This is an optimization exercise on Yosys and OpenROAD, whose aim is small area, a short achievable clock period and few clock cycles, not a production implementation. Where RTL was checked, it was by simulation tests only, not by an equivalence proof against the original. Power figures rest on the tool's default switching activity, not on a simulated workload.

==> flow/design.v <==
module neuron_state_mem #(
    parameter int DATA_W = 32,
    parameter int DEPTH  = 64,
    parameter int ADDR_W = $clog2(DEPTH)
) (
    input  logic              clk,
    input  logic              reset,
    input  logic              init_start,
    input  logic [DATA_W-1:0] init_value,
    output logic              init_busy,
    output logic              ready,
    input  logic              rd_en,
    input  logic [ADDR_W-1:0] rd_addr,
    output logic [DATA_W-1:0] rd_data,
    output logic              rd_valid,
    input  logic              wr_en,
    input  logic [ADDR_W-1:0] wr_addr,
    input  logic [DATA_W-1:0] wr_data
);
    logic                ready_q;
    logic                busy_q;
    logic [DATA_W-1:0]   init_q;
    logic [DEPTH-1:0]    written_q;
    logic [DATA_W-1:0]   rd_data_q;
    logic                rd_valid_q;
    logic [DATA_W-1:0]   mem [DEPTH];
    logic [DATA_W-1:0]   rd_word;
    logic                keep;
    assign ready     = ready_q;
    assign init_busy = busy_q;
    assign rd_data   = rd_data_q;
    assign rd_valid  = rd_valid_q;
    assign keep = ready_q && !init_start;
    logic [7:0]        dec_lo, dec_hi;
    logic [DEPTH-1:0]  sel;
    logic [DATA_W-1:0] rd_mem;
    logic              use_init, bypass;
    always_comb begin
        for (int j = 0; j < 8; j++) begin
            dec_lo[j] = rd_addr[2:0] == 3'(j);
            dec_hi[j] = rd_addr[5:3] == 3'(j);
        end
        for (int i = 0; i < DEPTH; i++) sel[i] = dec_hi[i/8] && dec_lo[i%8] && written_q[i];
        for (int b = 0; b < DATA_W; b++) begin
            rd_mem[b] = 1'b0;
            for (int i = 0; i < DEPTH; i++) rd_mem[b] = rd_mem[b] | (sel[i] & mem[i][b]);
        end
        use_init = !(|sel);
        bypass   = wr_en && wr_addr == rd_addr;
        rd_word  = bypass ? wr_data : (rd_mem | (init_q & {DATA_W{use_init}}));
    end
    always_ff @(posedge clk or negedge reset) begin
        if (!reset) begin
            ready_q    <= 1'b0;
            busy_q     <= 1'b1;
            rd_data_q  <= '0;
            rd_valid_q <= 1'b0;
        end else begin
            ready_q    <= 1'b1;
            busy_q     <= 1'b0;
            rd_valid_q <= ready_q && rd_en;
            if (ready_q && rd_en) rd_data_q <= rd_word;
        end
    end
    always_ff @(posedge clk) begin
        if (!ready_q || init_start) init_q <= init_value;
        for (int i = 0; i < DEPTH; i++)
            written_q[i] <= keep && (written_q[i] || (wr_en && wr_addr == ADDR_W'(i)));
    end
    always_ff @(posedge clk) begin
        if (wr_en) mem[wr_addr] <= wr_data;
    end
endmodule
Settings: LEC_CHECK=0, CAP_MARGIN=20, CORE_MARGIN=2, CORE_UTILIZATION=45, SETUP_SLACK_MARGIN=3.0, SLEW_MARGIN=20; clock period 4.5 ns.
run.sh (not shown) runs the stock make flow with config.mk's settings and CLKGATE_MAP_FILE= SYNTH_SCRIPT=/design/flow/synth_recipe.tcl, a recipe that flattens the netlist after the stock synthesis.
The starting point aborted during global routing.
==> next run, changes <==
--- a/flow/config.mk
+++ b/flow/config.mk
@@ -9,4 +9,4 @@
 export CORE_MARGIN = 2
-export CORE_UTILIZATION = 45
-export SETUP_SLACK_MARGIN = 3.0
+export CORE_UTILIZATION = 50
+export SETUP_SLACK_MARGIN = 2.3
 export SLEW_MARGIN = 20
Outcome: This time the run ran to the end with no violations; area after synthesis stays the same; synthesized cell count stays the same.
Function was not checked in any run of this note: the RTL went through the layout flow alone.

Another version of the RTL of neuron_state_mem (not shown whole).
Size: about 4700 cells after synthesis, roughly 2200 flip-flops, ~120 I/O pins, about 0.081 mm2 of cells after synthesis.
clock: 4.5 ns
lec_check: 0
abc_clock_period_in_ps: 1200
cap_margin: 20
core_margin: 2
core_utilization: 55
cts_cluster_diameter: 120
cts_cluster_size: 26
setup_slack_margin: 2.4
slew_margin: 20
synth_hierarchical: 1
tns_end_percent: 5
standard.sh (not shown) runs the stock make flow with config.mk's settings and CLKGATE_MAP_FILE= SYNTH_SCRIPT=/design/flow/synth_recipe.tcl, a recipe that flattens the netlist after the stock synthesis.
==> flow/flow/run.sh <==
#!/bin/bash
# Standard layout, with the port buffers made from plain buffers instead of delay cells.
set -euo pipefail
export BUFFER_PORTS_ARGS="-buffer_cell sky130_fd_sc_hd__buf_4"
bash standard.sh finish > standard_finish.log 2>&1
Testbench counts at the start, summed over its fixed seeds: cycles 6,955.
Next try:
- ABC_CLOCK_PERIOD_IN_PS: 1200 -> default
- CORE_UTILIZATION: 55 -> 48
- The changed run ran to the end with no violations
- global-route usage is lower by 4.3 points
- clock-buffer cell count is lower by 21
- setup slack degrades by 0.10 ns
- first-iteration DRC count stays flat
- wire length goes down by 1.2%
- cell count climbs by 3.4%
- via count drops by 0.59%
- final area stays flat
- non-clock buffer count is lower by 31
- total power is lower by 0.45%

Starting RTL as in the previous note.
## neuron_state_mem
module neuron_state_mem #(
    parameter int DATA_W = 32,
    parameter int DEPTH  = 64,
    parameter int ADDR_W = $clog2(DEPTH)
) (
    input  logic              clk,
    input  logic              reset,
    input  logic              init_start,
    input  logic [DATA_W-1:0] init_value,
    output logic              init_busy,
    output logic              ready,
    input  logic              rd_en,
    input  logic [ADDR_W-1:0] rd_addr,
    output logic [DATA_W-1:0] rd_data,
    output logic              rd_valid,
    input  logic              wr_en,
    input  logic [ADDR_W-1:0] wr_addr,
    input  logic [DATA_W-1:0] wr_data
);
    logic                ready_q;
    logic                busy_q;
    logic [DATA_W-1:0]   init_q;
    logic [DEPTH-1:0]    written_q;
    logic [DATA_W-1:0]   rd_data_q;
    logic                rd_valid_q;
    logic [DATA_W-1:0]   mem [DEPTH];
    logic                keep;
    logic [7:0]          pw_hi_q;          
    logic [7:0]          pw_lo_q;
    logic [DATA_W-1:0]   pw_data_q;
    assign ready     = ready_q;
    assign init_busy = busy_q;
    assign rd_data   = rd_data_q;
    assign rd_valid  = rd_valid_q;
    assign keep = ready_q && !init_start;
    logic              en, bypass, pend_hit, g, use_init;
    logic [3:0]        hw;                     
  ...
Settings: LEC_CHECK=0, CAP_MARGIN=20, CORE_MARGIN=2, CORE_UTILIZATION=55, CTS_CLUSTER_DIAMETER=100, CTS_CLUSTER_SIZE=30, SETUP_SLACK_MARGIN=2.4, SLEW_MARGIN=20, SYNTH_HIERARCHICAL=1, TNS_END_PERCENT=5; clock period 4.5 ns.
Scripts as last shown in full above: flow/flow/run.sh
The first run completed without violations.
Testbench counts at the start, summed over its fixed seeds: cycles 6,955.
Change:
Settings changed: CORE_UTILIZATION 55 to 68, CTS_CLUSTER_DIAMETER 100 to 120, CTS_CLUSTER_SIZE 30 to 26, PLACE_DENSITY set to 0.75.
- total power came out higher by 0.96%
- critical path depth is unchanged
- cell area went down by 0.43%
- register-to-register slack loses 0.03 ns
- worst hold slack gains 0.017 ns
- final cell count goes down by 4.9%
Change:
Settings changed: CORE_UTILIZATION 68 to 60, PLACE_DENSITY 0.75 to 0.66.
The new run finished with timing, DRC and antenna clean.
Worst setup slack improved by 0.032 ns.
Clock power is about the same.
Synthesized area does not change.
Cell count climbs by 3.6%.
Final area climbs by 0.99%.
Power stays flat.
Clock-buffer cell count drops by 2.
Via count drops by 0.50%.
Sequential power is about the same.
Die area climbs by 13%.
Synthesized cell count is unchanged.
Change:
Settings changed: CORE_UTILIZATION 60 to 55, GPL_ROUTABILITY_DRIVEN set to 0, PLACE_DENSITY 0.66 to not set.
=> Setup slack gains 0.028 ns; power barely changes; die area rises by a little under a tenth; utilization drops by 5.5 points; count of clock-buffer cells in the layout went down by 9; synthesized cell count does not change; design area barely changes; combinational power barely changes; final cell count increases by a few percent; synthesized area stays the same.

run 1:
Another version of the RTL of neuron_state_mem (not shown whole).
Size in the first run: about 4000 cells after synthesis, ~120 I/O pins, ~84000 um^2 of cells after synthesis.
Settings: LEC_CHECK=0, CAP_MARGIN=20, CORE_MARGIN=2, CORE_UTILIZATION=60, SETUP_SLACK_MARGIN=2.0, SLEW_MARGIN=20; clock period 4.5 ns.
run.sh (not shown) runs the stock make flow with config.mk's settings and CLKGATE_MAP_FILE= SYNTH_SCRIPT=/design/flow/synth_recipe.tcl, a recipe that flattens the netlist after the stock synthesis.
Stock flow here: none of the scripts above is used.
Testbench counts of run 1, summed over its fixed seeds: cycles 6,955.
Setup changes, run 1 to run 2
Settings: SETUP_SLACK_MARGIN: 2.0 -> 2.2; CTS_CLUSTER_SIZE: unset -> 26; CORE_UTILIZATION: 60 -> 55; CTS_CLUSTER_DIAMETER: unset -> 120.
Notes after the runs:
Cell area on run 2 is ahead of run 1.
Between run 2 and run 1, it is run 2 whose count of clock-net buffers in the final layout is lower, by 139.
Fmax | run 2 vs run 1 | run 2 faster
For run 2, the capture point of the worst path was rd_data_q[12], unlike run 1, where it was rd_data_q[29].
Between run 2 and run 1, the power is lower for run 2.
Summary of the comparison: post-route minimum period is lower in run 2, relative to run 1.
For maximum vdd drop, dividing the value from run 1 by the value from run 2 gives 1.3.
Per-cell via count in the routed design (run 2 over run 1): decrease, 0.078
Of the two values seen for slowest cell on the critical path, o211ai_1 was produced by run 1 and mux4_2 by run 2.
Run 2: wire length 3.1% above run 1
Inputs modified between run 2 and run 3:
Settings: an added TNS_END_PERCENT of 5.
Findings:
Measured against each other, run 3 and run 2 differ in non-clock buffer count, the lower figure coming from run 3.
Run 3 vs run 2: total routed wirelength down in run 3
Compared with run 2, run 3 shows area share of buffers outside the clock network lower by 0.68 points.
The part of the cycle the worst path needs reported for run 3 is smaller than that of run 2 by 0.58 points.
When the final numbers for run 3 and run 2 were put side by side, the number of gates given a new drive strength after cts turned out to be smaller in run 3.
Final standard cell area without fillers: run 3 and run 2 compared, lower one is run 3

RTL: one of the versions met above, not the one the previous note started from.
Size in the first run: about 2200 flip-flops.
export LEC_CHECK = 0
export CAP_MARGIN = 20
export CORE_MARGIN = 2
export CORE_UTILIZATION = 55
export CTS_CLUSTER_DIAMETER = 120
export CTS_CLUSTER_SIZE = 26
export SETUP_SLACK_MARGIN = 2.4
export SLEW_MARGIN = 20
export SYNTH_HIERARCHICAL = 1
export TNS_END_PERCENT = 100
create_clock -name core_clock -period 4.5 [get_ports {clk}]
standard.sh (not shown) runs the stock make flow with config.mk's settings and CLKGATE_MAP_FILE= SYNTH_SCRIPT=/design/flow/synth_recipe.tcl, a recipe that flattens the netlist after the stock synthesis.
Scripts as last shown in full above: flow/flow/run.sh
The baseline produced a clean layout.
Testbench counts at the start, summed over its fixed seeds: cycles 6,955.
Rerun with:
SETUP_SLACK_MARGIN = 2.3   (was 2.4)
TNS_END_PERCENT = 10   (was 100)
Non-clock buffer count came out lower by 20; synthesized area stays the same; cell count came out lower by 0.43%; die area is unchanged.

## static timing again, ports no longer ideal
In the flow no input, the clock included, has a driving cell. The finished layouts below were timed again as built, in two steps. Step 1, drivers: a clkbuf_16 drives clk and a buf_2 each remaining input, both assumed. Step 2, shift: input delay + t, output delay - t, t = (earliest + latest rising clock arrival at the registers) / 2. This alone moves slack from input paths to output paths. Slacks: ideal ports / drivers / drivers and shift; pairs: ideal ports / drivers.
run | t (ns) | setup WS [ns] | worst register clock-pin slew, ns | pins driven straight from the clock port
the second run of note 1 | 0.989 | 1.513 / 1.513 / 0.561 | 0.07 / 0.07 | 1
the first run of note 2 | 0.841 | 2.148 / 1.937 / 1.096 | 0.11 / 0.11 | 1
the second run of note 2 | 0.837 | 2.045 / 1.875 / 1.038 | 0.11 / 0.11 | 1
the first run of note 3 | 0.818 | 2.118 / 1.925 / 1.107 | 0.12 / 0.12 | 1
the second run of note 3 | 0.797 | 2.088 / 1.912 / 1.115 | 0.11 / 0.11 | 1
the third run of note 3 | 0.824 | 2.120 / 1.957 / 1.133 | 0.11 / 0.11 | 1
the fourth run of note 3 | 0.841 | 2.148 / 1.937 / 1.096 | 0.11 / 0.11 | 1
run 1 | 0.895 | 1.832 / 1.683 / 0.787 | 0.07 / 0.07 | 1
run 2 | 0.819 | 1.850 / 1.610 / 0.791 | 0.11 / 0.11 | 1
run 3 | 0.814 | 1.876 / 1.590 / 0.776 | 0.11 / 0.11 | 1
the first run of note 5 | 0.841 | 2.115 / 1.980 / 1.139 | 0.11 / 0.11 | 1
the second run of note 5 | 0.833 | 2.055 / 1.841 / 1.009 | 0.11 / 0.11 | 1
After both steps every run listed still meets setup and hold. For run 3, which loses most, drivers alone change the setup slack by -0.286 ns; drivers and shift together by -1.100 ns.
